From an optimization exercise on the open Yosys and OpenROAD flow, aimed at small area and a short achievable clock period; shortcuts taken in it are not production practice.
In this exercise RTL edits were held to simulation tests only and were not proved equivalent to the original.
Power and IR drop assume default switching activity.

## run A
==> flow/design.v <==
module trace_capture_buf #(
  parameter  int DATA_W = 32,
  parameter  int DEPTH  = 64,
  localparam int ADDR_W = $clog2(DEPTH)
) (
  input  logic              clk,
  input  logic              rst,
  input  logic              arm,
  input  logic [ADDR_W:0]   post_cnt,
  input  logic              sample_en,
  input  logic [DATA_W-1:0] sample_data,
  input  logic              trig,
  output logic [1:0]        state,
  output logic [ADDR_W:0]   count,
  output logic              wrapped,
  output logic              rd_valid,
  output logic [DATA_W-1:0] rd_data,
  output logic              rd_last,
  input  logic              rd_ready
);
  localparam logic [1:0] S_IDLE = 2'd0;
  localparam logic [1:0] S_PRE  = 2'd1;
  localparam logic [1:0] S_POST = 2'd2;
  localparam logic [1:0] S_DUMP = 2'd3;
  localparam logic [ADDR_W:0] DEPTH_C = (ADDR_W+1)'(DEPTH);
  localparam logic [ADDR_W:0] ONE_C   = (ADDR_W+1)'(1);
  localparam int LO_B = 3;
  localparam int LO_W = 1 << LO_B;       
  localparam int HI_W = DEPTH / LO_W;    
  logic [1:0]          state_q;
  logic [ADDR_W:0]     count_q;
  logic                wrapped_q;
  logic [ADDR_W:0]     win_q;       
  localparam int NL   = 4;              
  localparam int LW   = DATA_W / NL;
  logic                rd_valid_q;
  logic [DATA_W-1:0]   rd_data_q;
  logic                rd_last_q;
  logic [DATA_W-1:0]   mem_q [DEPTH];
  wire capt  = (state_q == S_PRE) || (state_q == S_POST);
  wire smp   = capt && sample_en;
  wire full  = (count_q == DEPTH_C);
  wire win1  = (win_q == ONE_C);
  wire trg   = (state_q == S_PRE) ? trig : 1'b1;    
  wire dump  = (state_q == S_DUMP);
  wire more  = !(rd_valid_q && rd_last_q);
  wire adv   = dump && (!rd_valid_q || rd_ready);
  wire ld    = adv && more;
  wire enter = smp && trg && win1;
  wire [ADDR_W:0] post_clamp = (post_cnt == '0)     ? ONE_C :
                               (post_cnt > DEPTH_C) ? DEPTH_C : post_cnt;
  wire [ADDR_W-1:0] first = full ? ADDR_W'(DEPTH - 1) : count_q[ADDR_W-1:0];
  logic [DATA_W-1:0] rd_mux;
  logic              at_row0, at_rowN;
  for (genvar l = 0; l < NL; l++) begin : g_lane
    logic [LO_W-1:0] rlo_q, rlo_d;
    logic [HI_W-1:0] rhi_q, rhi_d;
    logic [LW-1:0]   mux;
    wire             hi_step = ld && rlo_q[0];
    always_comb begin : g_mux
      logic [LW-1:0] grp, acc;
      acc = rd_data_q[l*LW +: LW] & {LW{!ld}};
      for (int g = 0; g < HI_W; g++) begin
        grp = '0;
        for (int j = 0; j < LO_W; j++)
          grp = grp | (mem_q[g*LO_W+j][l*LW +: LW] & {LW{rlo_q[j]}});
        acc = acc | (grp & {LW{rhi_q[g] && ld}});
      end
      mux = acc;
    end
    assign rd_mux[l*LW +: LW] = mux;
    always_comb begin
      for (int j = 0; j < LO_W; j++)
        rlo_d[j] = (enter && first[LO_B-1:0] == LO_B'(j)) ||
                   (ld && rlo_q[(j+1)%LO_W]) || (!ld && !enter && rlo_q[j]);
      for (int g = 0; g < HI_W; g++)
        rhi_d[g] = (enter && first[ADDR_W-1:LO_B] == (ADDR_W-LO_B)'(g)) ||
                   (hi_step && rhi_q[(g+1)%HI_W]) || (!hi_step && !enter && rhi_q[g]);
    end
    always_ff @(posedge clk) begin
      rlo_q <= rlo_d;
      rhi_q <= rhi_d;
    end
  end
  assign at_row0 = g_lane[0].rlo_q[0] && g_lane[0].rhi_q[0];
  assign at_rowN = g_lane[0].rlo_q[LO_W-1] && g_lane[0].rhi_q[HI_W-1];
  wire idle   = (state_q == S_IDLE);
  wire pre    = (state_q == S_PRE);
  wire post   = (state_q == S_POST);
  wire start  = idle && arm;
  wire fin    = adv && !more;
  wire go_dmp = smp && trg && win1;
  wire [1:0] state_d;
  assign state_d[0] = start || (pre && !(sample_en && trig && !win1)) ||
                      (post && sample_en && win1) || (dump && !fin);
  assign state_d[1] = (pre && sample_en && trig) || post || (dump && !fin);
  always_ff @(posedge clk) begin
    state_q    <= rst ? S_IDLE : state_d;
    count_q    <= (rst || start) ? '0 : count_q + (ADDR_W+1)'(smp && !full);
    wrapped_q  <= !rst && !start && (wrapped_q || (smp && full));
    rd_valid_q <= !rst && dump && (!rd_valid_q || !rd_ready || !rd_last_q);
    rd_last_q  <= ld ? at_row0 : at_rowN;
    rd_data_q  <= rd_mux;
  end
  always_ff @(posedge clk) begin
    if (start)
      win_q <= post_clamp;
    if (smp && trg)
      win_q <= win_q - ONE_C;
  end
  always_ff @(posedge clk) begin
    if (smp) begin
      mem_q[0] <= sample_data;
      for (int i = 1; i < DEPTH; i++)
        mem_q[i] <= mem_q[i-1];
    end
  end
  assign state    = state_q;
  assign count    = count_q;
  assign wrapped  = wrapped_q;
  assign rd_valid = rd_valid_q;
  assign rd_data  = rd_data_q;
  assign rd_last  = rd_last_q;
endmodule
export LEC_CHECK = 0
export CAP_MARGIN = 20
export CORE_MARGIN = 2
export CORE_UTILIZATION = 40
export CTS_CLUSTER_DIAMETER = 70
export CTS_CLUSTER_SIZE = 27
export PLACE_DENSITY = 0.8
export SETUP_SLACK_MARGIN = 2.3
export SLEW_MARGIN = 20
create_clock -name core_clock -period 4.5 [get_ports {clk}]
standard.sh (not shown) runs the stock make flow with config.mk's settings and CLKGATE_MAP_FILE= SYNTH_SCRIPT=/design/flow/synth_recipe.tcl, a recipe that flattens the netlist after the stock synthesis.
==> flow/flow/run.sh <==
#!/bin/bash
# The standard layout, except that the ports are buffered with a plain
# buffer (buf_4) instead of the delay cell buffer_ports picks by default.
# Each step's full output goes to its own log in the work folder.
set -euo pipefail
bash standard.sh synth > synth.log 2>&1
bash standard.sh 'BUFFER_PORTS_ARGS=-buffer_cell sky130_fd_sc_hd__buf_4' finish > layout.log 2>&1
Setup changes, run A to run B
# run A
export LEC_CHECK = 0
export CAP_MARGIN = 20
export CORE_MARGIN = 2
export CORE_UTILIZATION = 40
export CTS_CLUSTER_DIAMETER = 70
export CTS_CLUSTER_SIZE = 27
export PLACE_DENSITY = 0.8
export SETUP_SLACK_MARGIN = 2.3
export SLEW_MARGIN = 20
create_clock -name core_clock -period 4.5 [get_ports {clk}]
# run B
export LEC_CHECK = 0
export CAP_MARGIN = 20
export CORE_MARGIN = 2
export CORE_UTILIZATION = 40
export CTS_CLUSTER_DIAMETER = 70
export CTS_CLUSTER_SIZE = 27
export SETUP_SLACK_MARGIN = 2.3
export SLEW_MARGIN = 20
create_clock -name core_clock -period 4.5 [get_ports {clk}]
Findings:
Run B gives more filler cell count in the final layout than run A did. Run A → run B: required time of the worst setup path shrank by 1570 ps, worst setup slack after layout shrank by 7.2 ps, synthesized area held steady, via count of the routed design shrank by 1032, cell count grew by 73. Run B vs run A: total of plain and repair buffers excluding clock buffers up in run B. Looking at worst slew slack as a fraction of its limit, run B sits 9.1 points lower than run A does.
Modified inputs, run C compared to run B
# run B
export LEC_CHECK = 0
export CAP_MARGIN = 20
export CORE_MARGIN = 2
export CORE_UTILIZATION = 40
export CTS_CLUSTER_DIAMETER = 70
export CTS_CLUSTER_SIZE = 27
export SETUP_SLACK_MARGIN = 2.3
export SLEW_MARGIN = 20
create_clock -name core_clock -period 4.5 [get_ports {clk}]
# run C
export LEC_CHECK = 0
export CAP_MARGIN = 20
export CORE_MARGIN = 2
export CORE_UTILIZATION = 40
export CTS_CLUSTER_DIAMETER = 80
export CTS_CLUSTER_SIZE = 30
export SETUP_SLACK_MARGIN = 2.3
export SLEW_MARGIN = 20
create_clock -name core_clock -period 4.5 [get_ports {clk}]
## What came out
Maximum vdd drop (run C / run B): 0.74. Looking at post-route cell area, run C sits 0.75% lower than run B does. Changes observed in run C relative to run B: wire length of the first global-routing pass down 0.34%, share of total power in the clock network down 2.4 points, routed wire length up about 0.4%.
The inputs of run D differ from those of run C as listed below.
# run C
export LEC_CHECK = 0
export CAP_MARGIN = 20
export CORE_MARGIN = 2
export CORE_UTILIZATION = 40
export CTS_CLUSTER_DIAMETER = 80
export CTS_CLUSTER_SIZE = 30
export SETUP_SLACK_MARGIN = 2.3
export SLEW_MARGIN = 20
create_clock -name core_clock -period 4.5 [get_ports {clk}]
# run D
export LEC_CHECK = 0
export CAP_MARGIN = 20
export CORE_MARGIN = 2
export CORE_UTILIZATION = 40
export CTS_CLUSTER_DIAMETER = 70
export CTS_CLUSTER_SIZE = 27
export PLACE_DENSITY = 0.7
export SETUP_SLACK_MARGIN = 2.3
export SLEW_MARGIN = 20
create_clock -name core_clock -period 4.5 [get_ports {clk}]
Notes after the runs:
Run D was carried through to the last stage, and its layout satisfied the timing, DRC and antenna checks.
The total track usage of run D falls short of that of run C by 0.79 points.
Compared with run C, in run D routed wire length on met3 grew by 2.1 mm; part of the power in the clock network picked up an extra 0.7 points; routed wire length lost about 5%.
Relative to run D, the following input files were edited for run E:
# run D
export LEC_CHECK = 0
export CAP_MARGIN = 20
export CORE_MARGIN = 2
export CORE_UTILIZATION = 40
export CTS_CLUSTER_DIAMETER = 70
export CTS_CLUSTER_SIZE = 27
export PLACE_DENSITY = 0.7
export SETUP_SLACK_MARGIN = 2.3
export SLEW_MARGIN = 20
create_clock -name core_clock -period 4.5 [get_ports {clk}]
# run E
export LEC_CHECK = 0
export CAP_MARGIN = 20
export CORE_MARGIN = 2
export CORE_UTILIZATION = 40
export CTS_CLUSTER_DIAMETER = 70
export CTS_CLUSTER_SIZE = 27
export SETUP_SLACK_MARGIN = 2.3
export SLEW_MARGIN = 20
create_clock -name core_clock -period 4.5 [get_ports {clk}]
==> flow/run.sh (new file) <==
#!/bin/bash
# synth_recipe.tcl (not shown) runs the flow's synth.tcl, then flattens the netlist and writes it again
# the make line also repeats each setting of config.mk as NAME=value (left out here)
make -C /OpenROAD-flow-scripts/flow DESIGN_CONFIG=/design/flow/config.mk WORK_HOME=/design/flow/orfs CLKGATE_MAP_FILE= SYNTH_SCRIPT=/design/flow/synth_recipe.tcl finish
removed: flow/flow/run.sh
removed: flow/standard.sh
[summary]
| aggregate routed wire length | run E vs run D | 4.8% higher |
Summary of run E over run D: global-route usage rose by 0.85 points; via count rose by 230; worst IR drop on VDD fell by 19%.
When run E is set beside run D, its count of clock-buffer cells in the layout turns out to be 16 smaller.
Going from run D to run E, number of gates given a new drive strength after cts +140%; critical path depth up 9.

-- what the ideal ports hide --
The results above use ideal ports. As a check the final layouts listed here were re-extracted and re-timed, cells and wires unchanged. Step 1 sets driving cells, clkbuf_16 on the clock port and buf_2 on the other inputs (assumed; they add their load-dependent delay and slew). Step 2 moves the port delays by t, midway between the first and last clock arrival at a register: inputs arrive t later, outputs are due t later. That takes back most of the time a late clock gives input paths. a / b / c = ideal / step 1 / step 2; a / b = the first two.
| run | t (ns) | setup slack, ns | worst setup path after step 2 | latest minus earliest clock arrival (ns) |
|---|---|---|---|---|
| run A | 0.817 | 2.263 / 2.211 / 1.709 | input to register | 0.054 / 0.054 |
| run B | 0.839 | 2.255 / 2.177 / 1.735 | input to register | 0.059 / 0.059 |
| run C | 0.812 | 2.270 / 2.195 / 1.786 | input to register | 0.053 / 0.053 |
| run D | 0.824 | 2.281 / 2.206 / 1.616 | input to register | 0.039 / 0.039 |
| run E | 0.835 | 2.246 / 2.179 / 1.588 | input to register | 0.044 / 0.044 |
After both steps every run listed still meets setup and hold. The setup slack of run D, which loses most, moves by -0.075 ns with the drivers and by -0.665 ns with both steps.
